Background: an optimization exercise with open tools, aiming at small area, a short achievable clock period and few clock cycles. Do not read the settings as production practice.
RTL that was checked went through simulation tests only; none was proved equivalent to the original.
The RTL of runs 1 and 2 was laid out without a check of its function.
Power is estimated from default activity; no workload was simulated.

**design.v**
```verilog
package ptts_pkg;
    localparam int NUM_SLOTS = 16;
    localparam int IDX_W     = (NUM_SLOTS > 1) ? $clog2(NUM_SLOTS) : 1;
    localparam int SLOT_W    = 4;
    localparam logic [2:0] CMD_ADD  = 3'd0;
    localparam logic [2:0] CMD_DEL  = 3'd1;
    localparam logic [2:0] CMD_QRY  = 3'd2;
    localparam logic [2:0] CMD_TICK = 3'd3;
    localparam logic [2:0] CMD_DSP  = 3'd4;
    localparam logic [1:0] ST_RUNNABLE = 2'd0;
    localparam logic [1:0] ST_RUNNING  = 2'd1;
    localparam logic [1:0] ST_STOPPED  = 2'd2;
    localparam logic [1:0] ST_ERROR    = 2'd3;
    localparam logic [1:0] K_ADD  = 2'd0;
    localparam logic [1:0] K_DEL  = 2'd1;
    localparam logic [1:0] K_STAT = 2'd2;
    localparam logic [1:0] K_FIRE = 2'd3;
    localparam logic [15:0] TICK_DIV_RST = 16'd392;
    typedef struct packed {
        logic [2:0]  cmd;
        logic [7:0]  task_key;
        logic [15:0] period;
    } t_item;
    typedef struct packed {
        logic [1:0] resp_kind;
        logic [7:0] out_task;
        logic [3:0] slot_index;
        logic [1:0] task_status;
        logic       ok;
        logic       last;
    } t_result;
    typedef struct packed {
        logic             accept;
        logic             scan;
        logic             flush;
        logic             last_slot;
        logic [IDX_W-1:0] idx;
        logic [2:0]       op;
    } t_dp_ctl;
    typedef struct packed {
        logic hit;
        logic wrap;
    } t_dp_sts;
endpackage
import ptts_pkg::*;
module periodic_task_table_scheduler (
    input  logic              i_clk,
    input  logic              i_rst_n,
    input  logic              start,
    output logic              busy,
    input  logic [26:0]       i_item,
    output logic              o_result_valid,
    output logic [17:0]       o_result,
    input  logic              i_cfg_valid,
    output logic              o_cfg_ready,
    input  logic [15:0]       i_cfg_data
);
    localparam int N = NUM_SLOTS;
    function automatic logic [N-1:0] first_one(input logic [N-1:0] v);
        logic seen;
        seen = 1'b0;
        for (int i = 0; i < N; i++) begin
            first_one[i] = v[i] && !seen;
            seen = seen | v[i];
        end
    endfunction
    function automatic logic [3:0] first_idx(input logic [N-1:0] v);
        first_idx = '0;
        for (int i = N - 1; i >= 0; i--) begin
            if (v[i]) first_idx = 4'(i);
        end
    endfunction
    function automatic logic many(input logic [N-1:0] v);
        logic seen;
        seen = 1'b0;
        many = 1'b0;
        for (int i = 0; i < N; i++) begin
            many = many | (seen && v[i]);
            seen = seen | v[i];
        end
    endfunction
    logic [7:0]   r_key [N];
    logic [15:0]  r_per [N];
    logic [15:0]  r_el  [N];
    logic [N-1:0] r_run;
    logic [15:0]  r_tick_div;
    logic [15:0]  r_pre;
    logic         r_busy;
    logic         r_vld;
    logic [17:0]  r_out;
    logic [N-1:0] r_pm;
    logic [2:0]  cmd;
    logic [7:0]  key_in;
    logic [15:0] per_in;
    assign cmd    = i_item[26:24];
    assign key_in = i_item[23:16];
    assign per_in = i_item[15:0];
    logic accept;
    assign accept = start && !r_busy;
    assign busy           = r_busy;
    assign o_cfg_ready    = !r_busy && !start;
    assign o_result_valid = r_vld;
    assign o_result       = r_out;
    logic [N-1:0] eq, due, match;
    always_comb begin
        for (int i = 0; i < N; i++) begin
            eq[i]    = (r_el[i] == r_per[i]);
            due[i]   = r_run[i] && eq[i];
            match[i] = (r_key[i] == key_in);
        end
    end
    logic [N-1:0] fire, fire1, free1, match1;
    logic [3:0]   fire_idx, free_idx, match_idx;
    logic         fire_any, fire_many, free_any, match_any;
    logic [7:0]   fire_key;
    logic         match_run;
    assign fire      = r_busy ? r_pm : due;
    assign fire1     = first_one(fire);
    assign fire_idx  = first_idx(fire);
    assign fire_any  = |fire;
    assign fire_many = many(fire);
    assign free1     = first_one(~r_run);
    assign free_idx  = first_idx(~r_run);
    assign free_any  = ~&r_run;
    assign match1    = first_one(match);
    assign match_idx = first_idx(match);
    assign match_any = |match;
    always_comb begin
        fire_key  = '0;
        match_run = 1'b0;
        for (int i = 0; i < N; i++) begin
            fire_key  = fire_key | (fire1[i] ? r_key[i] : 8'd0);
            match_run = match_run | (match1[i] && r_run[i]);
        end
    end
    logic        n_vld, n_busy;
    logic [17:0] n_out;
    always_comb begin
        n_busy = 1'b0;
        n_vld  = 1'b0;
        n_out  = {K_FIRE, fire_key, fire_idx, ST_RUNNABLE, 1'b1, !fire_many};
        if (r_busy) begin
            n_vld  = 1'b1;
            n_busy = fire_many;
        end else if (accept) begin
            case (cmd)
                CMD_ADD: begin
                    n_vld = 1'b1;
                    n_out = free_any ? {K_ADD, key_in, free_idx, ST_RUNNABLE, 1'b1, 1'b1}
                                     : {K_ADD, key_in, 4'd0, ST_ERROR, 1'b0, 1'b1};
                end
                CMD_DEL: begin
                    n_vld = 1'b1;
                    n_out = match_any ? {K_DEL, key_in, match_idx, ST_STOPPED, 1'b1, 1'b1}
                                      : {K_DEL, key_in, 4'd0, ST_ERROR, 1'b0, 1'b1};
                end
                CMD_QRY: begin
                    n_vld = 1'b1;
                    n_out = match_any ? {K_STAT, key_in, match_idx,
                                         (match_run ? ST_RUNNABLE : ST_STOPPED), 1'b0, 1'b1}
                                      : {K_STAT, key_in, 4'd0, ST_ERROR, 1'b0, 1'b1};
                end
                CMD_DSP: begin
                    n_vld  = fire_any;
                    n_busy = fire_many;
                end
                default: ;
            endcase
        end
    end
    logic do_add, do_del, do_tick, do_dsp, wrap;
    assign do_add  = accept && (cmd == CMD_ADD);
    assign do_del  = accept && (cmd == CMD_DEL);
    assign do_tick = accept && (cmd == CMD_TICK);
    assign do_dsp  = accept && (cmd == CMD_DSP);
    assign wrap    = ({1'b0, r_pre} + 17'd1) >= {1'b0, r_tick_div};
    always_ff @(posedge i_clk) begin
        if (!i_rst_n) begin
            r_busy     <= 1'b0;
            r_vld      <= 1'b0;
            r_pm       <= '0;
            r_run      <= '0;
            r_pre      <= '0;
            r_tick_div <= TICK_DIV_RST;
            for (int i = 0; i < N; i++) r_key[i] <= '0;
        end else begin
            r_busy <= n_busy;
            r_vld  <= n_vld;
            if (r_busy || do_dsp) r_pm <= fire & ~fire1;
            if (!r_busy && !start && i_cfg_valid) r_tick_div <= i_cfg_data;
            if (do_tick) r_pre <= wrap ? 16'd0 : r_pre + 16'd1;
            for (int i = 0; i < N; i++) begin
                if (do_add && free1[i]) begin
                    r_key[i] <= key_in;
                    r_run[i] <= 1'b1;
                end
                if (do_del && match1[i]) r_run[i] <= 1'b0;
            end
        end
    end
    always_ff @(posedge i_clk) begin
        r_out <= n_out;
    end
    always_ff @(posedge i_clk) begin
        for (int i = 0; i < N; i++) begin
            if (do_add && free1[i]) begin
                r_per[i] <= per_in;
                r_el[i]  <= '0;
            end else if (do_dsp && due[i]) begin
                r_el[i]  <= '0;
            end else if (do_tick && wrap && r_run[i] && !eq[i]) begin
                r_el[i]  <= r_el[i] + 16'd1;
            end
        end
    end
endmodule
```
**run.sh**
```bash
#!/bin/bash
# synth_recipe.tcl (not shown) runs the flow's synth.tcl, then flattens the netlist and writes it again
# the make line also repeats each setting of config.mk as NAME=value (left out here)
make -C /OpenROAD-flow-scripts/flow DESIGN_CONFIG=/design/flow/config.mk WORK_HOME=/design/flow/orfs CLKGATE_MAP_FILE= SYNTH_SCRIPT=/design/flow/synth_recipe.tcl finish
```
**config.mk**
```make
export PLATFORM = sky130hd
export DESIGN_NAME = periodic_task_table_scheduler
export DESIGN_NICKNAME = periodic_task_table_scheduler
export VERILOG_FILES = /design/flow/design.v
export SDC_FILE = /design/flow/constraint.sdc
export NUM_CORES = 4
export LEC_CHECK = 0
export ABC_CLOCK_PERIOD_IN_PS = 2800
export CAP_MARGIN = 20
export CORE_MARGIN = 2
export CORE_UTILIZATION = 40
export SETUP_SLACK_MARGIN = 3.2
export SLEW_MARGIN = 20
```
**constraint.sdc**
```tcl
create_clock -name core_clock -period 6.0 [get_ports {i_clk}]
set_input_delay 1.2000 -clock core_clock [delete_from_list [all_inputs] [get_ports {i_clk}]]
set_output_delay 1.2000 -clock core_clock [all_outputs]
set_load 0.01 [all_outputs]
```
==> impl_metrics.csv, run 1 <==
group,metric,value,unit
outcome,status,"timing/DRC/antenna clean",
worst_hold_path,hold_path_startpoint,"r_tick_div[11]",
timing,hold_viol,0,
cells_and_area,final_area,46100,sq um
synthesis,synth.area.top_cells,"dfxtp_1 (27%), edfxtp_1 (22%), xnor2_1 (6.8%)",
clocking,clock_sinks,723,
synthesis,yosysTopAreaCellShare,0.266,
pwr,power_density,234,nW/um^2
setup_path,crit_path_end_kind,"flip-flop",
synthesis,synthCells,3655,
clocking,cts_root_buf,"clkbuf_16",
pwr,power_leakage,16.7,nW
routing,drtIter0Drc,2714,
synthesis,synth.cell_area,35100,sq um
routing,drc,0,
synthesis,synthFlopType,"dfxtp_1",
clocking,clk_latency,0.63,ns
grt,overflow,0,
pwr,clkPwrFrac,0.479,
clocking,htreeDepth,3,
pwr,switchingPower,2.42,mW
cells_and_area,drive_gt1_frac,0.243,
routing,wire_per_inst,21.3,microns
synthesis,avgSynthCellArea,9.61,sq um
setup_path,worstPathArrival,4.48,ns
clocking,clockBufferDepth,3,
grt,grtUsageTotal,0.231,
routing,wirelength,111,mm
cells_and_area,layout.nets,4063,
flow_run,maxCapViolCount,0,
routing,avgViaCountPerCell,5.66,
pwr,intPower,8.35,mW
floorplan,row_count,108,
floorplan,core_area,86900,sq um
setup_path,reg2reg_from,"r_pre[1]",
routing,vias,29500,
pwr,swShare,0.224,
floorplan,ios,68,
placed_design,gp_congestion,0.883,
synthesis,ys_seq_area_frac,0.485,
synthesis,synthArstFlopShare,0,
setup_path,crit_slowest_cell,"dfxtp_4",
timing,setup_viol,0,
setup_path,reg2reg_slack,2.09,ns
synthesis,synth.distinct_cells,85,
timing,max_slew_margin,0.450,
timing,fin_tns_setup,0,ns
clocking,tritoncts,"built",
synthesis,ys_ff_latch,723,
pwr,sequentialPowerShare,0.474,
worst_hold_path,hp-class,"reg2reg",
grt,grt_max_degree,107,
worst_hold_path,hold_depth,2,
grt,antenna_found_initial,6,
floorplan,chipHeight,300,microns
worst_hold_path,hold_end,"r_tick_div[11]",
setup_path,required,6.56,ns
setup_path,critPathMostFrequentCell,"buf_6",
routing,drt_pass1_iterations,6,
timing,rsz0062_at_grt,"true",
grt,grt_pass1_wl,162,mm
pwr,p_total,10.8,mW
routing,ant_nets,0,
cells_and_area,fin_util,0.530,
grt,grt_pass1_vias,27000,
timing,fin_crit,3.91,ns
setup_path,path_cells,"ha_4, nand3_4, nor2_4, and3_4, and3_4, nand3_4, xnor2_2, ha_1, nand2_2, nor2_2, nand3_2, o221ai_4, nor2_1, a21boi_4, buf_4, buf_6, buf_6, buf_12, or3_4, buf_6, or3_4, a21oi_2",
placed_design,portBuffers,67,
timing,tightest_slew,0.822,ns
setup_path,r2r_cells,22,
timing,finClkSkew,0.0218,ns
setup_path,r2r-end,"r_el[6][13]",
setup_path,startpoint_type,"flip-flop",
pwr,power_frac_comb,0.048,
synthesis,yosysMostFrequentCell,"dfxtp_1",
synthesis,synthTopCellsByCount,"dfxtp_1 (467), nand2_1 (368), nor2_1 (295)",
setup_path,worstPathMaxFanout,5,
cells_and_area,syn_to_final_growth,31.2,%
timing,min_period_over_period,0.652,
floorplan,die_area,90200,sq um
floorplan,start_util,0.404,
clocking,clk_pin_slew,0.06,ns
pwr,irDropWorstVdd,0.238,mV
synthesis,ys_warn_count,4,
synthesis,synth_edf_count,256,
placed_design,placed_cell_area,37700,sq um
floorplan,die_x,300,microns
synthesis,synth_top_cell_by_area,"dfxtp_1",
timing,maxSlewViolCount,0,
setup_path,crit_type,"reg2reg",
setup_path,max_stage_delay,0.38,ns
timing,clock.fmax,256,MHz
synthesis,syn-num-nets,3735,
timing,hold_ws,0.455,ns
placed_design,hpwl,66.8,mm
clocking,cts_made_buffers,80,
## cell type report
| cell class | instances | area, sq um |
|---|---|---|
| Timing Repair Buffer | 421 | 4590 |
| Inverter | 107 | 424 |
| Sequential cell | 723 | 17100 |
| Timing Repair inverter | 3 | 48.8 |
| Multi-Input combinational cell | 2647 | 19700 |
| Clock inverter | 48 | 524 |
| Clock buffer | 100 | 2220 |
| Tap cell | 1155 | 1450 |
| Antenna cell | 3 | 7.51 |
| Fill cell | 7434 | 40800 |
## critical path, delay by kind of cell (launching register included)
family / cells / cell delay (ns)
and+or+nand+nor: 11 / 1.69
buffers and inverters: 5 / 0.63
AOI/OAI and AO/OA: 3 / 0.54
adders and majority gates: 2 / 0.46
DFF: 1 / 0.38
xor gates and xnor gates: 1 / 0.16
## worst max-delay path by stage
| stage | cells after the start | slack, ns | startpoint | endpoint |
|---|---|---|---|---|
| 2_1_floorplan | 19 | 2.35 | r_pre[1] | r_el[11][11] |
| 3_3_place_gp | 7 | 1.13 | start | r_el[7][15] |
| 3_5_place_dp | 7 | 1.12 | start | r_el[7][14] |
| 4_1_cts | 19 | 2.05 | r_pre[0] | r_el[11][11] |
| 5_1_grt | 15 | 1.94 | r_pre[4] | r_el[8][9] |
| 6_report | 22 | 2.09 | r_pre[1] | r_el[6][13] |
## repair_timing
action / CTS / global route
gates cloned: 19 / 21
gates resized for setup: 377 / 301
hold buffers: 0 / 0
endpoints found under the setup margin: 680 / 580
pin swaps: 136 / 174
buffers inserted: 161 / 98
## power groups by stage
stage	logic [mW]	registers, mW	clock network (mW)
2_1_floorplan	0.194	5.21	0
3_3_place_gp	0.363	5.21	0
3_5_place_dp	0.363	5.21	0
4_1_cts	0.436	5.10	5.23
5_1_grt	0.538	5.10	5.42
6_report	0.514	5.10	5.15
## logic make-up after synthesis
logic type | count (synthesis) | share of synthesized area
AO/OA/AOI/OAI | 619 | 0.112
XOR/XNOR | 438 | 0.109
adder cells (fa/ha/maj) | 34 | 0.0120
buffers and inverters | 300 | 0.0337
flip-flops | 723 | 0.485
multiplexers | 163 | 0.0472
AND/OR/NAND/NOR | 1378 | 0.201
## layout by cell type, fill, tap and decap left out, types with 28 or more instances in the layout
master,Yosys,layout
a21oi_1,223,166
a21oi_2,0,56
and3_1,54,46
buf_12,0,44
buf_4,1,197
buf_6,1,89
clkbuf_16,0,94
clkdlybuf4s50_1,0,53
dfxtp_1,467,429
dfxtp_2,0,34
edfxtp_1,256,256
ha_1,33,32
inv_1,104,103
mux2i_1,142,140
nand2_1,368,337
nand2b_1,38,38
nand3_1,126,97
nand4_1,115,115
nor2_1,295,272
nor3_1,46,28
nor4_4,2,40
o211ai_1,44,44
o21ai_0,110,80
o31ai_1,65,59
or3_1,73,61
or4_1,94,73
xnor2_1,271,263
xor2_1,167,160
## registers in the layout, indices dropped and copies added, names as in the netlist
| register | cells |
|---|---|
| r_vld | 1 |
| r_busy | 1 |
| r_pre | 16 |
| r_key | 128 |
| r_run | 16 |
| r_per | 256 |
| r_tick_div | 16 |
| r_el | 256 |
| r_pm | 15 |
| r_out | 18 |
## per-stage QoR
| step | setup slack, ns | cells |
|---|---|---|
| after floorplan | 2.35 | 3655 |
| after global placement | 1.13 | 4756 |
| after detailed placement | 1.12 | 4757 |
| after CTS | 2.05 | 5085 |
| after global routing | 1.94 | 5204 |
| final | 2.09 | 5207 |
## metal layers
metal / GRT usage / vias up / share of wire / routed length (microns)
li1: - / 13900 / - / -
met1: 0.331 / 14300 / 0.44 / 49000
met2: 0.354 / 1070 / 0.45 / 49600
met3: 0.0374 / 201 / 0.078 / 8680
met4: 0.0788 / 0 / 0.032 / 3560
met5: 0 / - / 0 / 0
==> run 2, diff against run 1 <==
--- a/config.mk
+++ b/config.mk
@@ -5,9 +5,7 @@
 export SDC_FILE = /design/flow/constraint.sdc
 export NUM_CORES = 4
 export LEC_CHECK = 0
-export ABC_CLOCK_PERIOD_IN_PS = 2800
 export CAP_MARGIN = 20
 export CORE_MARGIN = 2
 export CORE_UTILIZATION = 40
-export SETUP_SLACK_MARGIN = 3.2
 export SLEW_MARGIN = 20
==> run 2 against run 1 <==
Compared with the run above:
- combinational power shrank about 30%
- count of clock-buffer cells in the layout grew 13
- clock skew grew 0.0031 ns
- routed wire length shrank 9.1%
- largest cell class is now flip-flops and latches
- highest routed layer is now met5
==> impl_metrics.csv, run 2 <==
group,metric,value,unit
placed_design,portBuffers,67,
synthesis,ys_warn_count,4,
placed_design,hpwl,67.4,mm
grt,grt_pass1_wl,154,mm
synthesis,synth.area.top_cells,"dfxtp_1 (27%), edfxtp_1 (22%), xnor2_1 (6.8%)",
cells_and_area,top_regs,"r_el (256), r_per (256), r_key (128)",
routing,drt_pass1_iterations,6,
worst_hold_path,hold_end,"r_tick_div[4]",
floorplan,ios,68,
setup_path,reg2reg_from,"r_pre[0]",
routing,drtIter0Drc,2440,
synthesis,synth.cell_area,35100,sq um
floorplan,die_area,90200,sq um
timing,setup_slack,1.05,ns
clocking,clk_latency,0.64,ns
timing,clock.fmax,202,MHz
pwr,power_leakage,13.9,nW
cells_and_area,final_common_cell,"dfxtp_1",
timing,max_slew_margin,0.203,
clocking,clk_pin_slew,0.06,ns
clocking,tritoncts,"built",
pwr,switchingPower,2.33,mW
placed_design,gp_congestion,0.924,
clocking,clock_sinks,723,
grt,overflow,0,
synthesis,synthFlopType,"dfxtp_1",
pwr,clkPwrFrac,0.491,
clocking,post-cts-setup-buffer-count,0,
clocking,clockBufferDepth,3,
floorplan,chipHeight,300,microns
grt,grt_max_degree,87,
pwr,intPower,8.40,mW
synthesis,synth.distinct_cells,85,
setup_path,r2r_cells,18,
timing,tightest_slew,1.18,ns
synthesis,ys_ff_latch,723,
timing,hold_ws,0.452,ns
flow_run,maxCapViolCount,0,
routing,wirelength,101,mm
timing,finClkSkew,0.0249,ns
clocking,cts_made_buffers,81,
timing,rsz0062_at_grt,"false",
grt,grtUsageTotal,0.219,
pwr,power_frac_comb,0.033,
cells_and_area,layout_common_cells,"dfxtp_1 (466), nand2_1 (368), nor2_1 (288)",
pwr,irDropWorstVdd,0.248,mV
setup_path,crit_type,"reg2reg",
synthesis,yosysTopAreaCellShare,0.266,
setup_path,required,6.52,ns
grt,antenna_found_initial,6,
clocking,cts_root_buf,"clkbuf_16",
synthesis,synthArstFlopShare,0,
clocking,htreeDepth,3,
outcome,status,"timing/DRC/antenna clean",
floorplan,start_util,0.404,
synthesis,synthCells,3655,
pwr,power_density,269,nW/um^2
routing,ant_nets,0,
timing,hold_viol,0,
clocking,postCtsResizedCells,0,
setup_path,worstPathArrival,5.47,ns
cells_and_area,syn_to_final_growth,13.8,%
worst_hold_path,hp-class,"reg2reg",
setup_path,r2r-end,"r_el[11][11]",
setup_path,worstPathMaxFanout,24,
synthesis,syn-num-nets,3735,
synthesis,ys_seq_area_frac,0.485,
pwr,swShare,0.217,
timing,maxSlewViolCount,0,
floorplan,die_x,300,microns
floorplan,row_count,108,
synthesis,synthTopCellsByCount,"dfxtp_1 (467), nand2_1 (368), nor2_1 (295)",
timing,fin_tns_setup,0,ns
cells_and_area,layout.nets,3774,
synthesis,avgSynthCellArea,9.61,sq um
routing,vias,27600,
synthesis,synth_edf_count,256,
worst_hold_path,hold_path_startpoint,"r_tick_div[4]",
timing,fin_crit,4.95,ns
routing,drc,0,
routing,wire_per_inst,20.5,microns
setup_path,reg2reg_slack,1.05,ns
floorplan,core_area,86900,sq um
setup_path,crit_path_end_kind,"flip-flop",
timing,setup_viol,0,
pwr,sequentialPowerShare,0.475,
placed_design,place_worst_setup_slack,0.961,ns
timing,min_period_over_period,0.825,
routing,avgViaCountPerCell,5.61,
worst_hold_path,hold_depth,2,
clocking,postCtsHoldBufs,0,
setup_path,startpoint_type,"flip-flop",
synthesis,synth_top_cell_by_area,"dfxtp_1",
synthesis,yosysMostFrequentCell,"dfxtp_1",
pwr,p_total,10.7,mW
grt,grt_pass1_vias,25300,
cells_and_area,drive_gt1_frac,0.0827,
-- run 2: cell count changes in the layout (fill, tap and decap cells not counted), moves of 29 or more --
cell / delta
nand3_1: +29
buf_6: -89
dfxtp_1: +37
nor4_4: -38
nor4_1: +59
a21oi_2: -55
a21oi_1: +56
dfxtp_2: -33
buf_12: -42
buf_4: -118
nand2_1: +31
o21ai_0: +30
-- run 2: stage by stage --
step,util,cells,area (sq um)
6_report,0.460,4920,40000
5_1_grt,0.460,4918,40000
4_1_cts,0.460,4916,39900
3_5_place_dp,0.427,4766,37100
3_3_place_gp,0.427,4765,37100
2_1_floorplan,-,3655,35100
-- run 2: layout make-up --
cell class,instances,area (sq um)
fill,8160,46900
sequential,723,17000
multi-input combinational,2632,17000
clock buffer,113,2380
tap,1155,1450
timing repair buffer,149,1250
clock inverter,37,444
inverter,107,407
antenna,4,10.0
-- run 2: kinds of logic (layout without fill, tap and decap cells) --
logic type	count (synthesis)	in the layout	synth area share
AND/OR/NAND/NOR	1378	1378	0.201
flip-flops	723	723	0.485
AO/OA/AOI/OAI	619	619	0.112
XOR/XNOR	438	438	0.109
buffers and inverters	300	406	0.0337
multiplexers	163	163	0.0472
adder cells (fa/ha/maj)	34	34	0.0120
other	0	4	0
-- run 2: critical path, cell delays in order, from the launching register on --
cell	delay, ns
dfxtp_1	0.39
ha_1	0.26
nand3_2	0.17
nor2_4	0.21
and3_1	0.26
and3_1	0.26
nand3_1	0.11
xnor2_1	0.16
ha_1	0.30
nand2_1	0.07
nor2_1	0.11
nand3_1	0.10
o221ai_1	0.36
nor2_1	0.09
a21boi_2	0.19
buf_4	0.25
or3_1	0.71
nor4_1	0.46
mux2_2	0.37
-- run 2: power by group through the flow --
stage	Clock, mW	Sequential (mW)	Combinational [mW]
after floorplan	0	5.21	0.168
after global placement	0	5.21	0.357
after detailed placement	0	5.21	0.356
after CTS	5.36	5.10	0.359
after global routing	5.56	5.10	0.383
final	5.27	5.10	0.359
-- run 2: worst max path at each step --
stage              endpoint  slack, ns  startpoint  cells past startpoint
2_1_floorplan  r_el[11][15]       1.88    r_pre[0]                     19
3_3_place_gp     r_el[8][9]       0.94  i_item[24]                      7
3_5_place_dp     r_el[8][9]       0.96  i_item[24]                      7
4_1_cts        r_el[11][11]       1.11    r_pre[0]                     18
5_1_grt        r_el[11][11]       0.67    r_pre[0]                     18
6_report       r_el[11][11]       1.05    r_pre[0]                     18
-- run 2: routing by layer --
| metal | GRT usage | wire length [microns] | vias up | share of wire |
|---|---|---|---|---|
| met5 | 0 | 11 | - | 0.00011 |
| met4 | 0.0885 | 3860 | 2 | 0.038 |
| met3 | 0.0287 | 6230 | 171 | 0.062 |
| met2 | 0.335 | 44500 | 853 | 0.44 |
| met1 | 0.313 | 46100 | 13300 | 0.46 |
| li1 | - | - | 13300 | - |
==> run 3, diff against run 2 <==
--- a/design.v
+++ b/design.v
@@ -81,10 +81,12 @@
     endfunction
     logic [7:0]   r_key [N];
     logic [15:0]  r_per [N];
-    logic [15:0]  r_el  [N];
+    logic [15:0]  r_cd  [N];
     logic [N-1:0] r_run;
+    logic [N-1:0] r_zero;        
     logic [15:0]  r_tick_div;
     logic [15:0]  r_pre;
+    logic         r_wrap;        
     logic         r_busy;
     logic         r_vld;
     logic [17:0]  r_out;
@@ -101,12 +103,16 @@
     assign o_cfg_ready    = !r_busy && !start;
     assign o_result_valid = r_vld;
     assign o_result       = r_out;
-    logic [N-1:0] eq, due, match;
-    always_comb begin
-        for (int i = 0; i < N; i++) begin
-            eq[i]    = (r_el[i] == r_per[i]);
-            due[i]   = r_run[i] && eq[i];
+    logic [N-1:0] match, zero, due, per_zero, cd_one;
+    logic [15:0]  borrow [N];
+    always_comb begin
+        for (int i = 0; i < N; i++) begin
             match[i] = (r_key[i] == key_in);
+            zero[i]  = r_zero[i];
+            per_zero[i] = (r_per[i] == '0);
+            cd_one[i]   = (r_cd[i] == 16'd1);
+            due[i]   = r_run[i] && zero[i];
+            for (int b = 0; b < 16; b++) borrow[i][b] = ~|(r_cd[i] & ~(16'hFFFF << b));
         end
     end
     logic [N-1:0] fire, fire1, free1, match1;
@@ -168,12 +174,21 @@
             endcase
         end
     end
-    logic do_add, do_del, do_tick, do_dsp, wrap;
+    logic do_add, do_del, do_tick, do_dsp, cfg_we, n_wrap;
     assign do_add  = accept && (cmd == CMD_ADD);
     assign do_del  = accept && (cmd == CMD_DEL);
     assign do_tick = accept && (cmd == CMD_TICK);
     assign do_dsp  = accept && (cmd == CMD_DSP);
-    assign wrap    = ({1'b0, r_pre} + 17'd1) >= {1'b0, r_tick_div};
+    assign cfg_we  = !r_busy && !start && i_cfg_valid;
+    always_comb begin
+        if (cfg_we)
+            n_wrap = ({1'b0, r_pre} + 17'd1) >= {1'b0, i_cfg_data};
+        else if (do_tick)
+            n_wrap = r_wrap ? (r_tick_div <= 16'd1)
+                            : (({1'b0, r_pre} + 17'd2) >= {1'b0, r_tick_div});
+        else
+            n_wrap = r_wrap;
+    end
     always_ff @(posedge i_clk) begin
         if (!i_rst_n) begin
             r_busy     <= 1'b0;
@@ -182,13 +197,15 @@
             r_run      <= '0;
             r_pre      <= '0;
             r_tick_div <= TICK_DIV_RST;
+            r_wrap     <= 1'b0;
             for (int i = 0; i < N; i++) r_key[i] <= '0;
         end else begin
             r_busy <= n_busy;
             r_vld  <= n_vld;
             if (r_busy || do_dsp) r_pm <= fire & ~fire1;
-            if (!r_busy && !start && i_cfg_valid) r_tick_div <= i_cfg_data;
-            if (do_tick) r_pre <= wrap ? 16'd0 : r_pre + 16'd1;
+            r_wrap <= n_wrap;
+            if (cfg_we) r_tick_div <= i_cfg_data;
+            if (do_tick) r_pre <= r_wrap ? 16'd0 : r_pre + 16'd1;
             for (int i = 0; i < N; i++) begin
                 if (do_add && free1[i]) begin
                     r_key[i] <= key_in;
@@ -204,12 +221,16 @@
     always_ff @(posedge i_clk) begin
         for (int i = 0; i < N; i++) begin
             if (do_add && free1[i]) begin
-                r_per[i] <= per_in;
-                r_el[i]  <= '0;
-            end else if (do_dsp && due[i]) begin
-                r_el[i]  <= '0;
-            end else if (do_tick && wrap && r_run[i] && !eq[i]) begin
-                r_el[i]  <= r_el[i] + 16'd1;
+                r_per[i]  <= per_in;
+                r_cd[i]   <= per_in;
+                r_zero[i] <= (per_in == '0);
+            end else begin
+                if (do_dsp && due[i])
+                    r_zero[i] <= per_zero[i];
+                else if (do_tick && r_wrap && r_run[i] && !zero[i])
+                    r_zero[i] <= cd_one[i];
+                r_cd[i]  <= (r_cd[i] ^ (borrow[i] & {16{do_tick && r_wrap && r_run[i] && !zero[i]}}))
+                          | (r_per[i] & {16{do_dsp && due[i]}});
             end
         end
     end
--- a/config.mk
+++ b/config.mk
@@ -7,5 +7,6 @@
 export LEC_CHECK = 0
 export CAP_MARGIN = 20
 export CORE_MARGIN = 2
-export CORE_UTILIZATION = 40
+export CORE_UTILIZATION = 65
+export SETUP_SLACK_MARGIN = 3.2
 export SLEW_MARGIN = 20
==> run 3 against run 2 <==
Compared with the run above:
- highest routed layer unchanged
- setup slack gained 2.1 ns
- count of clock-buffer cells in the layout shrank 10
- critical path depth shrank 7
- area after synthesis grew 0.82%
- register-to-register slack gained 2.1 ns
- final cell count shrank 3.0%
- clock power shrank about 10%
- sequential power grew 4.1%
- via count grew 14%
- sequential cell count grew 17
- final area grew 3.3%
==> impl_metrics.csv, run 3 <==
group,metric,value,unit
outcome,status,"timing/DRC/antenna clean",
timing,tightest_slew,0.819,ns
cells_and_area,final_area,41300,sq um
synthesis,synth.cell_area,35400,sq um
cells_and_area,num_antenna_cells,0,
floorplan,ios,68,
timing,hold_viol,0,
synthesis,ys_warn_count,5,
floorplan,die_x,237,microns
grt,grt_pass1_vias,29300,
synthesis,ys_ff_latch,740,
timing,clock.fmax,349,MHz
routing,ant_nets,0,
synthesis,synth.distinct_cells,90,
routing,drt_pass1_iterations,8,
synthesis,synthCells,3955,
timing,max_slew_margin,0.454,
worst_hold_path,hp-class,"reg2reg",
timing,finClkSkew,0.0202,ns
synthesis,synth.area.top_cells,"dfxtp_1 (26%), edfxtp_1 (23%), a21oi_1 (7.2%)",
placed_design,gp_congestion,1.03,
clocking,cts_root_buf,"clkbuf_16",
cells_and_area,drive_gt1_frac,0.138,
synthesis,yosysTopAreaCellShare,0.265,
routing,drc,0,
setup_path,required,6.51,ns
cells_and_area,final_common_cell,"nand2_1",
clocking,tritoncts,"built",
clocking,htreeDepth,3,
setup_path,crit_type,"in2reg",
clocking,cts_made_buffers,77,
grt,grt_pass1_wl,165,mm
setup_path,worstPathMaxFanout,7,
synthesis,synthFlopType,"dfxtp_1",
routing,wire_per_inst,23.0,microns
cells_and_area,top_regs,"r_cd (256), r_per (256), r_key (128)",
grt,antenna_found_initial,4,
timing,setup_viol,0,
pwr,power_leakage,15.9,nW
floorplan,chipHeight,237,microns
placed_design,placed_cell_area,36700,sq um
clocking,clockBufferDepth,3,
timing,fin_crit,2.86,ns
pwr,power_density,257,nW/um^2
placed_design,portBuffers,67,
routing,avgViaCountPerCell,6.58,
grt,grt_max_degree,100,
timing,fin_tns_setup,0,ns
setup_path,crit_path_end_kind,"flip-flop",
synthesis,synth_edf_count,272,
synthesis,synth_top_cell_by_area,"dfxtp_1",
floorplan,start_util,0.658,
cells_and_area,fin_util,0.767,
routing,drtIter0Drc,4011,
placed_design,hpwl,70.1,mm
clocking,clock_sinks,740,
clocking,clk_latency,0.64,ns
floorplan,core_area,53800,sq um
setup_path,worstPathArrival,3.37,ns
synthesis,yosysMostFrequentCell,"nand2_1",
grt,grtUsageTotal,0.376,
cells_and_area,layout.nets,4110,
timing,maxSlewViolCount,0,
synthesis,syn-num-nets,4052,
synthesis,avgSynthCellArea,8.95,sq um
synthesis,ys_seq_area_frac,0.495,
timing,min_period_over_period,0.477,
floorplan,die_area,56300,sq um
synthesis,synthArstFlopShare,0,
routing,vias,31400,
cells_and_area,syn_to_final_growth,16.6,%
clocking,clk_pin_slew,0.06,ns
setup_path,startpoint_type,"input pin",
flow_run,maxCapViolCount,0,
cells_and_area,layout_common_cells,"nand2_1 (559), a21oi_1 (499), dfxtp_1 (448)",
pwr,irDropWorstVdd,0.275,mV
timing,rsz0062_at_grt,"true",
floorplan,row_count,85,
grt,overflow,0,
synthesis,synthTopCellsByCount,"nand2_1 (570), a21oi_1 (508), dfxtp_1 (468)",
routing,wirelength,110,mm
-- run 3: cell types whose count changed after synthesis, moves of 56 or more --
cell     delta
a21oi_1   +285
nand2_1   +202
xnor2_1   -141
mux2i_1   -140
nor2_1     +80
nor4_1     +77
or4_1      -66
xor2_1     +56
-- run 3: metrics by stage --
step | hold slack [ns] | total power [mW] | setup slack [ns] | instances
after detailed placement | 0.445 | 5.90 | 1.20 | 4511
after global placement | 0.439 | 5.89 | 1.29 | 4510
after global routing | 0.477 | 10.9 | 3.05 | 4772
after floorplan | 0.432 | 5.71 | 2.65 | 3955
after CTS | 0.452 | 10.6 | 3.06 | 4723
final | 0.456 | 10.6 | 3.14 | 4772
-- run 3: what timing repair did --
item                                    in CTS  in global routing
buffers inserted                            64                 46
hold endpoints to repair                     0                  0
hold buffers                                 0                  0
gates resized for setup                    194                106
endpoints found under the setup margin     732                310
pin swaps                                   39                 55
cloned                                       6                  3
-- run 3: metal layers --
layer | vias to the layer above | global-route usage | routed length, microns
met1 | 15000 | 0.527 | 44400
met5 | - | 0 | 44
met3 | 309 | 0.0671 | 12200
met4 | 6 | 0.155 | 4460
li1 | 14200 | - | -
met2 | 1818 | 0.579 | 48600
-- run 3: final timing paths --
kind                    from    endpoint  slack [ns]  cells after the start
setup / recovery  i_item[26]  r_cd[5][6]        3.14                     11
hold / removal      r_pm[11]    r_pm[11]        0.46                      2
setup reg to reg      r_busy  r_cd[5][6]        3.18                     11
hold reg to reg     r_pm[11]    r_pm[11]        0.46                      2
-- run 3: area by class of cell --
| class | instances | area [sq um] |
|---|---|---|
| timing repair inverter | 6 | 53.8 |
| multi-input combinational | 2873 | 17700 |
| clock buffer | 103 | 2140 |
| fill | 3619 | 12500 |
| inverter | 88 | 460 |
| timing repair buffer | 227 | 2120 |
| clock inverter | 39 | 335 |
| sequential | 740 | 17600 |
| tap | 696 | 871 |
-- run 3: critical path: stages --
cell      delay, ns
buf_12         0.11
and4bb_4       0.41
buf_4          0.16
buf_12         0.13
buf_4          0.16
nand4_1        0.12
or3_4          0.40
or3_4          0.36
xnor2_1        0.13
a21oi_1        0.11
a21oi_1        0.07
-- run 3: cells by family after synthesis --
| kind of cell | after synthesis | share of synthesized area |
|---|---|---|
| compound gates | 886 | 0.147 |
| fa+ha+maj | 51 | 0.0180 |
| xor+xnor | 353 | 0.0873 |
| simple gates | 1580 | 0.213 |
| flops | 740 | 0.495 |
| mux | 2 | 0.000566 |
| buf+inv | 343 | 0.0383 |
-- run 3: power breakdown --
group	internal (mW)	switching [mW]	total, mW
clock network	2.73	2.02	4.74
logic	0.190	0.358	0.548
registers	5.25	0.0539	5.31
Testbench counts of run 3, summed over its fixed seeds: cycles 21,292.
==> run 4, diff against run 3 <==
--- a/config.mk
+++ b/config.mk
@@ -8,5 +8,7 @@
 export CAP_MARGIN = 20
 export CORE_MARGIN = 2
 export CORE_UTILIZATION = 65
+export CTS_CLUSTER_DIAMETER = 80
+export CTS_CLUSTER_SIZE = 20
 export SETUP_SLACK_MARGIN = 3.2
 export SLEW_MARGIN = 20
==> run 4 against run 3 <==
Compared with the run above:
- routed wire length about the same
- total power decreased by 15%
- synthesized cell count unchanged
- clock power decreased by 32%
- maximum frequency decreased by 1.3%
- non-clock buffer count increased by 17
- area after synthesis unchanged
- clock skew increased by 0.0086 ns
- final area decreased by 2.0%
- register-to-register slack got worse by 0.04 ns
- sequential cell count unchanged
- largest power group unchanged
==> impl_metrics.csv, run 4 <==
group,metric,value,unit
outcome,status,"timing/DRC/antenna clean",
synthesis,synth.cell_area,35400,sq um
setup_path,worstPathArrival,3.43,ns
synthesis,synth_top_cell_by_area,"dfxtp_1",
setup_path,crit_type,"in2reg",
timing,hold_viol,0,
floorplan,die_x,237,microns
timing,finClkSkew,0.0288,ns
floorplan,core_area,53800,sq um
cells_and_area,top_regs,"r_cd (256), r_per (256), r_key (128)",
floorplan,start_util,0.658,
timing,setup_viol,0,
cells_and_area,layout_common_cells,"nand2_1 (554), a21oi_1 (499), dfxtp_1 (449)",
synthesis,ys_ff_latch,740,
setup_path,crit_slowest_cell,"or4_4",
timing,fin_crit,2.90,ns
timing,clock.fmax,344,MHz
grt,grtUsageTotal,0.373,
timing,max_slew_margin,0.376,
pwr,power_frac_comb,0.061,
grt,grt_max_degree,100,
routing,drc,0,
clocking,tritoncts,"built",
cells_and_area,drive_gt1_frac,0.132,
pwr,switchingPower,2.13,mW
synthesis,avgSynthCellArea,8.95,sq um
synthesis,synthTopCellsByCount,"nand2_1 (570), a21oi_1 (508), dfxtp_1 (468)",
routing,drtIter0Drc,3923,
synthesis,ys_seq_area_frac,0.495,
clocking,clockBufferDepth,3,
setup_path,startpoint_type,"input pin",
timing,min_period_over_period,0.484,
pwr,sequentialPowerShare,0.586,
synthesis,synthFlopType,"dfxtp_1",
synthesis,synth_xor_area_frac,0.0873,
setup_path,crit_path_end_kind,"flip-flop",
timing,maxSlewViolCount,0,
clocking,postCtsHoldBufs,0,
synthesis,synthArstFlopShare,0,
cells_and_area,num_antenna_cells,0,
flow_run,maxCapViolCount,0,
synthesis,synth-adder-area-share,0.0180,
pwr,power_leakage,15.4,nW
timing,rsz0062_at_grt,"true",
clocking,htreeDepth,2,
pwr,clkPwrFrac,0.354,
clocking,clk_latency,0.62,ns
grt,antenna_found_initial,2,
setup_path,max_stage_delay,0.49,ns
cells_and_area,final_common_cell,"nand2_1",
synthesis,yosysTopAreaCellShare,0.265,
setup_path,cp_num_buf_inv,2,
clocking,clk_pin_slew,0.08,ns
routing,drt_pass1_iterations,8,
synthesis,synth_compound_gate_area_share,0.147,
clocking,clock_sinks,740,
cells_and_area,syn_to_final_growth,14.3,%
clocking,cts_root_buf,"clkbuf_16",
timing,tightest_slew,0.927,ns
worst_hold_path,hp-class,"reg2reg",
floorplan,row_count,85,
floorplan,die_area,56300,sq um
synthesis,yosysMostFrequentCell,"nand2_1",
synthesis,muxShareOfSynthArea,0.000566,
setup_path,path_cells,"buf_12, and4bb_4, buf_12, nand2_8, or4_4, or3_4, or3_4, xor2_1, a31oi_1",
synthesis,synth.distinct_cells,90,
synthesis,syn-num-nets,4052,
synthesis,synthSimpleGateAreaFrac,0.213,
routing,wirelength,110,mm
timing,fin_tns_setup,0,ns
routing,vias,31200,
cells_and_area,fin_cells,4730,
placed_design,hpwl,70.1,mm
synthesis,ys_warn_count,5,
setup_path,cp_top_family,"simple AND/OR/NAND/NOR gates",
placed_design,portBuffers,67,
synthesis,synth_top_family_by_area,"simple AND/OR/NAND/NOR gates",
pwr,swShare,0.235,
synthesis,synth_edf_count,272,
setup_path,required,6.52,ns
grt,grt_pass1_vias,28900,
cells_and_area,layout.nets,4095,
pwr,p_total,9.05,mW
routing,wire_per_inst,23.2,microns
setup_path,worstPathMaxFanout,4,
placed_design,gp_congestion,1.03,
synthesis,synthCells,3955,
pwr,irDropWorstVdd,0.294,mV
routing,ant_nets,0,
pwr,power_density,224,nW/um^2
synthesis,synth.area.top_cells,"dfxtp_1 (26%), edfxtp_1 (23%), a21oi_1 (7.2%)",
floorplan,ios,68,
routing,avgViaCountPerCell,6.59,
placed_design,place_inst,4511,
floorplan,chipHeight,237,microns
grt,overflow,0,
grt,grt_pass1_wl,164,mm
pwr,intPower,6.92,mW
clocking,cts_made_buffers,44,
-- run 4: routing by layer --
metal | GRT usage | vias to the layer above | share of wire
li1 | - | 14100 | -
met1 | 0.522 | 14900 | 0.40
met2 | 0.580 | 1823 | 0.45
met3 | 0.0676 | 291 | 0.11
met4 | 0.142 | 2 | 0.040
met5 | 0 | - | 0.00010
-- run 4: layout make-up --
cell class | count | area, sq um
multi-input cells | 2873 | 17800
flip-flops and latches | 740 | 17600
fillers | 3771 | 13300
repair buffers | 244 | 2340
clock buffers | 76 | 1280
well taps | 696 | 871
inverters | 88 | 480
repair inverters | 7 | 66.3
clock inverters | 6 | 63.8
-- run 4: per-stage QoR --
stage               utilization  setup WS, ns  hold slack [ns]  cell area (sq um)
CTS                       0.730          3.06            0.454              39300
global placement          0.682          1.29            0.439              36700
global route              0.752          3.00            0.480              40500
detailed placement        0.682          1.20            0.445              36700
floorplan                     -          2.65            0.432              36700
finish                    0.752          3.10            0.458              40500
-- run 4: power groups by stage --
stage | clock network (mW) | registers [mW] | logic (mW)
2_1_floorplan | 0 | 5.41 | 0.300
3_5_place_dp | 0 | 5.42 | 0.482
5_1_grt | 3.38 | 5.31 | 0.580
6_report | 3.20 | 5.30 | 0.550
4_1_cts | 3.22 | 5.30 | 0.509
3_3_place_gp | 0 | 5.42 | 0.470
-- run 4: path summary, 6_finish.rpt --
path,startpoint,endpoint,slack (ns),cells after the start
worst max-delay path,i_item[26],r_cd[10][6],3.10,9
worst max register to register,r_busy,r_cd[10][6],3.14,9
worst min-delay path,r_pm[11],r_pm[11],0.46,2
worst min register to register,r_pm[11],r_pm[11],0.46,2
-- run 4: worst min-delay path, delay by kind of cell (launching register included) --
family             cells  cell delay, ns
AOI/OAI and AO/OA      1            0.05
and+or+nand+nor        1            0.05
DFF                    1            0.32
-- run 4: logic make-up after synthesis --
kind of cell / Yosys count
fa+ha+maj: 51
mux: 2
xor+xnor: 353
simple gates: 1580
compound gates: 886
flops: 740
buf+inv: 343
-- run 4: timing repair --
item,in CTS,in global routing
setup buffers,67,59
gates cloned,6,5
setup endpoints to repair,732,408
pin swaps,44,62
resized for setup,201,136
==> run 5, diff against run 4 <==
--- a/config.mk
+++ b/config.mk
@@ -10,5 +10,5 @@
 export CORE_UTILIZATION = 65
 export CTS_CLUSTER_DIAMETER = 80
 export CTS_CLUSTER_SIZE = 20
-export SETUP_SLACK_MARGIN = 3.2
+export SETUP_SLACK_MARGIN = 3.0
 export SLEW_MARGIN = 20
==> run 5 against run 4 <==
Compared with the run above:
- sequential share of layout area is 1.7 points higher
- still clean
- via count is 2.2% lower
- worst hold slack better by 0.0053 ns
- global-route usage is 1.3 points lower
- clock skew is 0.0059 ns higher
- sequential cell count stayed put
- area after synthesis stayed put
- final cell count is 1.5% lower
- highest routed layer is now met4
- utilization is 2.9 points lower
==> impl_metrics.csv, run 5 <==
group,metric,value,unit
clocking,clk_pin_slew,0.09,ns
grt,grt_pass1_vias,28500,
clocking,tritoncts,"built",
setup_path,worstPathArrival,3.54,ns
pwr,power_leakage,14.7,nW
synthesis,synthArstFlopShare,0,
setup_path,startpoint_type,"flip-flop",
pwr,power_density,235,nW/um^2
timing,rsz0062_at_grt,"false",
setup_path,path_cells,"buf_4, nand3b_1, and4bb_2, nand4_1, buf_12, nor2_2, a222oi_1, nand3_1, o32a_1",
setup_path,cp_top_family,"simple AND/OR/NAND/NOR gates",
synthesis,yosysMostFrequentCell,"nand2_1",
routing,drtIter0Drc,3468,
setup_path,crit_type,"reg2reg",
synthesis,avgSynthCellArea,8.95,sq um
pwr,swShare,0.237,
synthesis,synthCells,3955,
synthesis,yosysTopAreaCellShare,0.265,
synthesis,synth.distinct_cells,90,
floorplan,die_x,237,microns
pwr,switchingPower,2.16,mW
cells_and_area,fin_cells,4658,
grt,grt_max_degree,87,
clocking,cts_made_buffers,46,
clocking,clk_latency,0.64,ns
clocking,clock_sinks,740,
flow_run,maxCapViolCount,0,
pwr,power_frac_comb,0.056,
floorplan,die_area,56300,sq um
routing,drc,0,
synthesis,syn-num-nets,4052,
timing,fin_crit,3.02,ns
timing,tightest_slew,1.21,ns
synthesis,synth.area.top_cells,"dfxtp_1 (26%), edfxtp_1 (23%), a21oi_1 (7.2%)",
synthesis,synth_edf_count,272,
floorplan,ios,68,
clocking,cts_root_buf,"clkbuf_16",
cells_and_area,layout_common_cells,"nand2_1 (566), a21oi_1 (508), dfxtp_1 (452)",
routing,wirelength,104,mm
floorplan,start_util,0.658,
timing,setup_viol,0,
grt,grt_pass1_wl,159,mm
timing,finClkSkew,0.0348,ns
cells_and_area,final_common_cell,"nand2_1",
timing,fin_tns_setup,0,ns
placed_design,place_inst,4521,
pwr,intPower,6.97,mW
synthesis,ys_ff_latch,740,
timing,maxSlewViolCount,0,
pwr,clkPwrFrac,0.363,
routing,ant_nets,0,
synthesis,synthTopCellsByCount,"nand2_1 (570), a21oi_1 (508), dfxtp_1 (468)",
synthesis,ys_warn_count,5,
floorplan,core_area,53800,sq um
routing,avgViaCountPerCell,6.54,
clocking,clockBufferDepth,3,
clocking,htreeDepth,2,
synthesis,synthFlopType,"dfxtp_1",
floorplan,chipHeight,237,microns
pwr,sequentialPowerShare,0.581,
setup_path,crit_slowest_cell,"a222oi_1",
grt,overflow,0,
placed_design,hpwl,67.8,mm
grt,antenna_found_initial,1,
routing,drt_pass1_iterations,8,
cells_and_area,layout.nets,4024,
synthesis,ys_seq_area_frac,0.495,
setup_path,required,6.51,ns
timing,max_slew_margin,0.188,
placed_design,gp_congestion,0.989,
grt,grtUsageTotal,0.360,
routing,wire_per_inst,22.4,microns
timing,clock.fmax,331,MHz
routing,vias,30500,
timing,hold_viol,0,
pwr,irDropWorstVdd,0.330,mV
clocking,postCtsHoldBufs,0,
synthesis,synth.cell_area,35400,sq um
placed_design,portBuffers,67,
floorplan,row_count,85,
cells_and_area,top_regs,"r_cd (256), r_per (256), r_key (128)",
setup_path,worstPathMaxFanout,13,
synthesis,synth_top_cell_by_area,"dfxtp_1",
timing,min_period_over_period,0.504,
setup_path,max_stage_delay,0.65,ns
setup_path,cp_num_buf_inv,2,
worst_hold_path,hp-class,"reg2reg",
outcome,status,"timing/DRC/antenna clean",
setup_path,crit_path_end_kind,"flip-flop",
cells_and_area,drive_gt1_frac,0.0901,
cells_and_area,syn_to_final_growth,9.86,%
## run 5: cell types whose count changed in the layout (fill, tap and decap cells not counted), sizes merged
cell / previous run / this run
clkinv: 10 / 5
clkbuf: 78 / 73
buf: 203 / 136
clkdlybuf4s15: 0 / 1
bufinv: 0 / 1
inv: 84 / 88
diode: 0 / 1
nand3: 77 / 76
clkdlybuf4s50: 36 / 39
clkinvlp: 7 / 6
dlymetal6s2s: 3 / 0
## run 5: routing by layer
metal,wire length [microns],vias to the layer above,GRT usage
met5,0,-,0
li1,-,14000,-
met4,4030,0,0.141
met2,47400,1525,0.572
met1,42800,14700,0.491
met3,10200,264,0.0667
## run 5: path summary, 6_finish.rpt
path	start	end	slack, ns	depth (start not counted)
setup / recovery	r_busy	r_out[13]	2.98	9
setup reg to reg	r_busy	r_out[13]	2.98	9
hold reg to reg	r_pm[2]	r_pm[2]	0.46	2
hold / removal	r_pm[2]	r_pm[2]	0.46	2
## run 5: worst register-to-register path, delay by kind of cell, from the launching register on
family	cells	cell delay, ns
buffers and inverters	2	0.40
AND/OR/NAND/NOR	5	1.07
AO/OA/AOI/OAI	2	1.04
flip-flops	1	0.41
## run 5: cell families (layout without fill, tap and decap cells)
kind of cell               after synthesis  in the layout  synth area share
buffers and inverters                  343            349            0.0383
DFF                                    740            740             0.495
and+or+nand+nor                       1580           1580             0.213
AOI/OAI and AO/OA                      886            886             0.147
adders and majority gates               51             51            0.0180
other                                    0              1                 0
xor gates and xnor gates               353            353            0.0873
muxes                                    2              2          0.000566
## run 5: final cells by class
class                   instances  area [sq um]
fillers                      4000         14900
clock buffers                  71          1260
repair inverters                1          5.00
clock inverters                11           151
diodes                          1          2.50
repair buffers                178          1570
flip-flops and latches        740         17600
well taps                     696           871
inverters                      88           397
multi-input cells            2872         17100
## run 5: power groups by stage
stage | combinational [mW] | clock [mW] | sequential [mW]
after detailed placement | 0.473 | 0 | 5.42
after global placement | 0.461 | 0 | 5.41
after global routing | 0.542 | 3.51 | 5.31
after CTS | 0.491 | 3.34 | 5.30
final | 0.510 | 3.31 | 5.30
after floorplan | 0.293 | 0 | 5.41
## run 5: what timing repair did
action / 4_1_cts / 5_1_grt
resized for setup: 116 / 62
cloned: 0 / 2
buffers inserted: 32 / 19
pin swaps: 15 / 16
setup endpoints to repair: 717 / 231
## run 5: per-stage QoR
step / hold WS, ns / instance area [sq um] / power (mW) / setup slack (ns) / util
5_1_grt: 0.484 / 38900 / 9.36 / 2.97 / 0.723
6_report: 0.463 / 38900 / 9.13 / 2.98 / 0.723
4_1_cts: 0.462 / 38500 / 9.13 / 2.98 / 0.716
3_5_place_dp: 0.449 / 36400 / 5.89 / 1.07 / 0.677
3_3_place_gp: 0.441 / 36400 / 5.87 / 1.16 / 0.677
2_1_floorplan: 0.432 / 36000 / 5.70 / 2.65 / -
==> run 6, diff against run 5 <==
--- a/config.mk
+++ b/config.mk
@@ -10,5 +10,5 @@
 export CORE_UTILIZATION = 65
 export CTS_CLUSTER_DIAMETER = 80
 export CTS_CLUSTER_SIZE = 20
-export SETUP_SLACK_MARGIN = 3.0
+export SETUP_SLACK_MARGIN = 3.3
 export SLEW_MARGIN = 20
==> run 6 against run 5 <==
Compared with the run above:
- sequential power about the same
- total power decreased by 1.0%
- synthesized cell count unchanged
- critical path type is now in2reg
- final cell count increased by 2.2%
- still clean on timing, DRC and antenna
- largest cell class is now multi-input gates
- non-clock buffer count increased by 96
- register-to-register slack improved by 0.18 ns
- worst hold slack got worse by 0.0025 ns
==> impl_metrics.csv, run 6 <==
group,metric,value,unit
synthesis,synthFlopType,"dfxtp_1",
timing,finClkSkew,0.0272,ns
clocking,htreeDepth,2,
synthesis,synth_edf_count,272,
grt,grtUsageTotal,0.378,
routing,drc,0,
floorplan,core_area,53800,sq um
timing,maxSlewViolCount,0,
routing,avgViaCountPerCell,6.62,
clocking,clockBufferDepth,3,
pwr,switchingPower,2.13,mW
cells_and_area,num_antenna_cells,0,
clocking,clock_sinks,740,
placed_design,hpwl,69.5,mm
synthesis,ys_warn_count,5,
setup_path,worstPathMaxFanout,5,
synthesis,synth.cell_area,35400,sq um
cells_and_area,final_common_cell,"nand2_1",
floorplan,row_count,85,
setup_path,startpoint_type,"input pin",
synthesis,synthArstFlopShare,0,
synthesis,yosysTopAreaCellShare,0.265,
placed_design,place_inst,4515,
flow_run,maxCapViolCount,0,
floorplan,chipHeight,237,microns
synthesis,synth_top_cell_by_area,"dfxtp_1",
routing,wirelength,111,mm
cells_and_area,final_area,41300,sq um
synthesis,avgSynthCellArea,8.95,sq um
clocking,clk_pin_slew,0.09,ns
synthesis,synthCells,3955,
setup_path,worstPathArrival,3.38,ns
timing,fin_crit,2.89,ns
timing,max_slew_margin,0.280,
routing,vias,31500,
worst_hold_path,hold_depth,2,
floorplan,ios,68,
routing,drt_pass1_iterations,7,
cells_and_area,syn_to_final_growth,16.7,%
setup_path,required,6.49,ns
floorplan,die_area,56300,sq um
floorplan,die_x,237,microns
grt,overflow,0,
cells_and_area,layout_common_cells,"nand2_1 (528), a21oi_1 (492), dfxtp_1 (448)",
cells_and_area,layout.nets,4127,
setup_path,reg2reg_from,"r_busy",
outcome,status,"timing/DRC/antenna clean",
placed_design,place_worst_setup_slack,1.31,ns
synthesis,yosysMostFrequentCell,"nand2_1",
worst_hold_path,hold_path_startpoint,"r_pm[13]",
timing,fin_tns_setup,0,ns
grt,grt_max_degree,88,
pwr,clkPwrFrac,0.350,
synthesis,syn-num-nets,4052,
synthesis,ys_seq_area_frac,0.495,
placed_design,gp_congestion,1.03,
clocking,cts_root_buf,"clkbuf_16",
timing,setup_slack,3.11,ns
routing,ant_nets,0,
timing,rsz0062_at_grt,"true",
setup_path,crit_path_end_kind,"flip-flop",
clocking,clk_latency,0.62,ns
timing,clock.fmax,346,MHz
pwr,power_leakage,15.8,nW
synthesis,synthTopCellsByCount,"nand2_1 (570), a21oi_1 (508), dfxtp_1 (468)",
routing,wire_per_inst,23.3,microns
timing,hold_viol,0,
cells_and_area,fin_cells,4760,
cells_and_area,top_regs,"r_cd (256), r_per (256), r_key (128)",
worst_hold_path,hp-class,"reg2reg",
cells_and_area,drive_gt1_frac,0.159,
grt,antenna_found_initial,0,
clocking,cts_made_buffers,44,
pwr,power_density,219,nW/um^2
placed_design,placed_cell_area,37000,sq um
pwr,p_total,9.03,mW
synthesis,ys_ff_latch,740,
setup_path,crit_type,"in2reg",
pwr,power_frac_comb,0.062,
synthesis,synth.area.top_cells,"dfxtp_1 (26%), edfxtp_1 (23%), a21oi_1 (7.2%)",
setup_path,reg2reg_slack,3.16,ns
timing,setup_viol,0,
grt,grt_pass1_wl,167,mm
synthesis,synth.distinct_cells,90,
routing,drtIter0Drc,3518,
pwr,intPower,6.90,mW
pwr,sequentialPowerShare,0.588,
setup_path,r2r_cells,11,
pwr,swShare,0.236,
grt,grt_pass1_vias,29200,
placed_design,portBuffers,67,
setup_path,r2r-end,"r_out[8]",
pwr,irDropWorstVdd,0.276,mV
timing,tightest_slew,1.08,ns
floorplan,start_util,0.658,
worst_hold_path,hold_end,"r_pm[13]",
clocking,tritoncts,"built",
timing,min_period_over_period,0.482,
## run 6: kinds of logic (layout without fill, tap and decap cells)
group           Yosys count  after routing  synth area share
mux                       2              2          0.000566
compound gates          886            886             0.147
fa+ha+maj                51             51            0.0180
buf+inv                 343            448            0.0383
xor+xnor                353            353            0.0873
flops                   740            740             0.495
simple gates           1580           1584             0.213
## run 6: critical path, cell delays in order
cell,delay [ns]
buf_12,0.11
and4bb_4,0.36
buf_6,0.10
buf_6,0.12
nand4b_4,0.11
or4_4,0.52
or3_4,0.40
buf_4,0.16
nor2_4,0.07
xnor2_1,0.12
a31oi_1,0.10
## run 6: routing by layer
metal  vias up  share of wire  global-route usage
li1      14200              -                   -
met1     15200           0.41               0.542
met2      1817           0.44               0.576
met3       270           0.12              0.0696
met4         0          0.037               0.131
met5         -              0                   0
## run 6: power groups by stage
stage	clock network [mW]	logic (mW)	registers [mW]
global route	3.36	0.592	5.31
finish	3.16	0.564	5.31
CTS	3.18	0.519	5.30
detailed placement	0	0.483	5.42
floorplan	0	0.308	5.41
global placement	0	0.472	5.42
## run 6: how the worst max path moves through the flow
stage,depth (start not counted),slack [ns],endpoint,start
2_1_floorplan,10,2.66,r_cd[1][12],i_item[26]
3_3_place_gp,6,1.47,r_per[14][14],i_item[24]
3_5_place_dp,8,1.31,r_key[14][6],i_item[24]
4_1_cts,9,3.13,r_cd[10][6],i_item[26]
5_1_grt,14,2.96,r_wrap,r_pre[1]
6_report,11,3.11,r_cd[13][11],i_item[26]
## run 6: what timing repair did
action	in CTS	in global routing
endpoints found under the hold margin	0	0
resized for setup	266	143
pin swaps	52	79
gates cloned	12	3
endpoints found under the setup margin	757	338
setup buffers	103	47
hold buffers	0	0
## run 6: through the flow
stage	hold WS (ns)	util
floorplan	0.432	-
global placement	0.440	0.687
detailed placement	0.450	0.687
CTS	0.460	0.748
global route	0.492	0.767
finish	0.460	0.767
## run 6: final cells by class
type / count / area (sq um)
multi-input cells: 2876 / 18200
well taps: 696 / 871
clock inverters: 5 / 63.8
inverters: 88 / 504
clock buffers: 75 / 1250
repair inverters: 6 / 52.6
repair buffers: 274 / 2770
fillers: 3658 / 12500
flip-flops and latches: 740 / 17600
==> run 7, diff against run 6 <==
--- a/design.v
+++ b/design.v
@@ -198,7 +198,6 @@
             r_pre      <= '0;
             r_tick_div <= TICK_DIV_RST;
             r_wrap     <= 1'b0;
-            for (int i = 0; i < N; i++) r_key[i] <= '0;
         end else begin
             r_busy <= n_busy;
             r_vld  <= n_vld;
@@ -208,7 +207,6 @@
             if (do_tick) r_pre <= r_wrap ? 16'd0 : r_pre + 16'd1;
             for (int i = 0; i < N; i++) begin
                 if (do_add && free1[i]) begin
-                    r_key[i] <= key_in;
                     r_run[i] <= 1'b1;
                 end
                 if (do_del && match1[i]) r_run[i] <= 1'b0;
@@ -217,6 +215,13 @@
     end
     always_ff @(posedge i_clk) begin
         r_out <= n_out;
+    end
+    logic [7:0] key_wr;
+    assign key_wr = key_in & {8{i_rst_n}};
+    always_ff @(posedge i_clk) begin
+        for (int i = 0; i < N; i++) begin
+            if (!i_rst_n || (do_add && free1[i])) r_key[i] <= key_wr;
+        end
     end
     always_ff @(posedge i_clk) begin
         for (int i = 0; i < N; i++) begin
--- a/config.mk
+++ b/config.mk
@@ -10,5 +10,5 @@
 export CORE_UTILIZATION = 65
 export CTS_CLUSTER_DIAMETER = 80
 export CTS_CLUSTER_SIZE = 20
-export SETUP_SLACK_MARGIN = 3.3
+export SETUP_SLACK_MARGIN = 3.2
 export SLEW_MARGIN = 20
==> run 7 against run 6 <==
Compared with the run above:
- critical endpoint is now r_wrap
- final area shrank 3.7%
- count of clock-buffer cells in the layout shrank 2
- combinational power grew 13%
- first-iteration DRC count grew 2.4%
- die area shrank 0.95%
==> impl_metrics.csv, run 7 <==
group,metric,value,unit
pwr,sequentialPowerShare,0.597,
pwr,intPower,7.12,mW
synthesis,ys_seq_area_frac,0.537,
synthesis,synth_edf_count,400,
clocking,tritoncts,"built",
synthesis,muxShareOfSynthArea,0.00228,
placed_design,place_inst,4171,
grt,overflow,0,
clocking,cts_root_buf,"clkbuf_16",
outcome,status,"timing/DRC/antenna clean",
pwr,power_frac_comb,0.068,
timing,fin_crit,3.01,ns
clocking,htreeDepth,2,
routing,wire_per_inst,23.6,microns
synthesis,ys_warn_count,5,
pwr,power_density,235,nW/um^2
pwr,p_total,9.34,mW
worst_hold_path,hp-class,"reg2reg",
placed_design,place_worst_setup_slack,1.03,ns
clocking,cts_made_buffers,44,
routing,vias,28800,
pwr,power_leakage,14.8,nW
synthesis,synthCells,3557,
cells_and_area,fin_util,0.742,
routing,wirelength,103,mm
floorplan,start_util,0.654,
synthesis,synth_top_family_by_area,"simple AND/OR/NAND/NOR gates",
pwr,clkPwrFrac,0.335,
clocking,clockBufferDepth,3,
floorplan,chipHeight,236,microns
grt,antenna_found_initial,0,
synthesis,synth-adder-area-share,0.0178,
cells_and_area,layout_common_cells,"edfxtp_1 (400), nor2_1 (374), dfxtp_1 (322)",
routing,avgViaCountPerCell,6.58,
routing,ant_nets,0,
synthesis,synth_compound_gate_area_share,0.133,
grt,use_met2,0.584,
cells_and_area,fin_cells,4370,
routing,drtIter0Drc,3604,
synthesis,avgSynthCellArea,9.86,sq um
clocking,clk_latency,0.62,ns
synthesis,syn-num-nets,3654,
clocking,clk_pin_slew,0.08,ns
synthesis,synth.cell_area,35100,sq um
cells_and_area,nFillCells,3762,
cells_and_area,top_regs,"r_cd (256), r_per (256), r_key (128)",
cells_and_area,multi_input_comb_area,16300,sq um
routing,drc,0,
timing,tightest_slew,0.816,ns
synthesis,synth_xor_area_frac,0.0909,
setup_path,worstPathMaxFanout,4,
cells_and_area,syn_to_final_growth,13.5,%
floorplan,core_area,53600,sq um
floorplan,row_count,85,
synthesis,yosysMostFrequentCell,"edfxtp_1",
placed_design,placed_cell_area,36700,sq um
placed_design,portBuffers,67,
timing,min_period_over_period,0.502,
floorplan,die_x,236,microns
synthesis,synthArstFlopShare,0,
timing,max_slew_margin,0.456,
floorplan,ios,68,
routing,drt_pass1_iterations,7,
placed_design,gp_congestion,1.01,
grt,grtUsageTotal,0.360,
clocking,clock_sinks,740,
grt,grt_pass1_wl,156,mm
floorplan,die_area,55800,sq um
setup_path,startpoint_type,"flip-flop",
grt,met3_usage,0.0487,
synthesis,synth.distinct_cells,82,
pwr,irDropWorstVdd,0.292,mV
timing,maxSlewViolCount,0,
timing,finClkSkew,0.0272,ns
timing,clock.fmax,332,MHz
flow_run,maxCapViolCount,0,
synthesis,synth_top_cell_by_area,"edfxtp_1",
synthesis,ys_ff_latch,740,
timing,rsz0062_at_grt,"true",
cells_and_area,drive_gt1_frac,0.127,
grt,grt_max_degree,40,
timing,hold_ws,0.461,ns
pwr,swShare,0.238,
synthesis,yosysTopAreaCellShare,0.343,
placed_design,hpwl,65.1,mm
timing,setup_viol,0,
grt,use_met1,0.493,
cells_and_area,num_antenna_cells,0,
setup_path,required,6.51,ns
cells_and_area,final_area,39800,sq um
synthesis,synthTopCellsByCount,"edfxtp_1 (400), nor2_1 (397), dfxtp_1 (340)",
pwr,switchingPower,2.22,mW
timing,hold_viol,0,
synthesis,synthSimpleGateAreaFrac,0.186,
cells_and_area,final_common_cell,"edfxtp_1",
synthesis,synth.area.top_cells,"edfxtp_1 (34%), dfxtp_1 (19%), xor2_1 (4.6%)",
timing,setup_slack,2.99,ns
setup_path,crit_path_end_kind,"flip-flop",
setup_path,worstPathArrival,3.53,ns
grt,grt_pass1_vias,27500,
cells_and_area,layout.nets,3736,
grt,busiest_layer,"met2",
cells_and_area,ff_latch_area,18900,sq um
synthesis,synthFlopType,"edfxtp_1",
setup_path,crit_type,"reg2reg",
timing,fin_tns_setup,0,ns
-- run 7: path summary, 6_finish.rpt --
| kind | start | to | cells past startpoint | slack (ns) |
|---|---|---|---|---|
| max | r_pre[1] | r_wrap | 14 | 2.99 |
| min | r_tick_div[9] | r_tick_div[9] | 2 | 0.46 |
| max reg2reg | r_pre[1] | r_wrap | 14 | 2.99 |
| min reg2reg | r_tick_div[9] | r_tick_div[9] | 2 | 0.46 |
-- run 7: kinds of logic after synthesis --
group	count (synthesis)
buffers and inverters	285
multiplexers	8
adder cells (fa/ha/maj)	50
AO/OA/AOI/OAI	769
AND/OR/NAND/NOR	1341
flip-flops	740
XOR/XNOR	364
-- run 7: power by group through the flow --
stage / clock [mW] / combinational [mW] / sequential (mW)
2_1_floorplan: 0 / 0.370 / 5.66
3_3_place_gp: 0 / 0.567 / 5.68
3_5_place_dp: 0 / 0.580 / 5.69
4_1_cts: 3.14 / 0.610 / 5.57
5_1_grt: 3.33 / 0.677 / 5.59
6_report: 3.12 / 0.636 / 5.58
-- run 7: cell type report --
type	count	area share
Sequential cell	740	0.474
Tap cell	696	0.0219
Inverter	84	0.0103
Timing Repair Buffer	227	0.0516
Clock inverter	8	0.00179
Timing Repair inverter	6	0.00116
Clock buffer	73	0.0307
Multi-Input combinational cell	2536	0.409
-- run 7: timing repair --
action,CTS,global route
cloned,10,0
pin swaps,35,34
hold buffers,0,0
endpoints found under the hold margin,0,0
resized for setup,215,60
buffers inserted,72,36
endpoints found under the setup margin,731,168
-- run 7: critical path, cell delays in order, from the launching register on --
cell and delay (ns):
dfxtp_4 0.40, ha_4 0.15, nand3_4 0.10, nor3_4 0.19, buf_4 0.16, nand4_1 0.14
buf_4 0.19, nor2_2 0.13, xor2_1 0.10, ha_1 0.32, nand4_1 0.18, or3_4 0.44
o211ai_1 0.11, o311ai_2 0.10, a41oi_1 0.20
-- run 7: per-layer routing --
layer,vias up,routed length (microns)
li1,13100,-
met1,13900,41300
met2,1546,47500
met3,305,9720
met4,0,4530
met5,-,0
Testbench counts of run 7, summed over its fixed seeds: cycles 21,292.

-- port drivers added, routing unchanged --
No port has a modelled driver above. Below, the same layouts with a new extraction and two added sets of constraints. Step 1 (the two cells are an assumption about what drives the block):
set clk [get_ports {i_clk}]
set_driving_cell -lib_cell sky130_fd_sc_hd__clkbuf_16 $clk
set_driving_cell -lib_cell sky130_fd_sc_hd__buf_2 [delete_from_list [all_inputs] $clk]
Step 2 moves the port delays by t, midway between the first and last clock arrival at a register: inputs arrive t later, outputs are due t later. That takes back most of the time a late clock gives input paths. Three values: ideal ports, drivers, drivers and shift; two values: the first two.
run | t (ns) | setup WS [ns] | worst setup path after step 2
run 1 | 0.685 | 2.087 / 2.087 / 1.682 | input to register
run 2 | 0.693 | 1.048 / 1.048 / 0.793 | input to register
run 3 | 0.688 | 3.136 / 3.054 / 2.367 | input to register
run 4 | 0.667 | 3.097 / 3.047 / 2.379 | input to register
run 5 | 0.682 | 2.977 / 2.977 / 2.374 | input to register
run 6 | 0.669 | 3.108 / 3.077 / 2.407 | input to register
run 7 | 0.667 | 2.988 / 2.988 / 2.355 | input to register
After both steps every run listed still meets setup and hold. The setup slack of run 3, which loses most, moves by -0.082 ns with the drivers and by -0.769 ns with both steps.
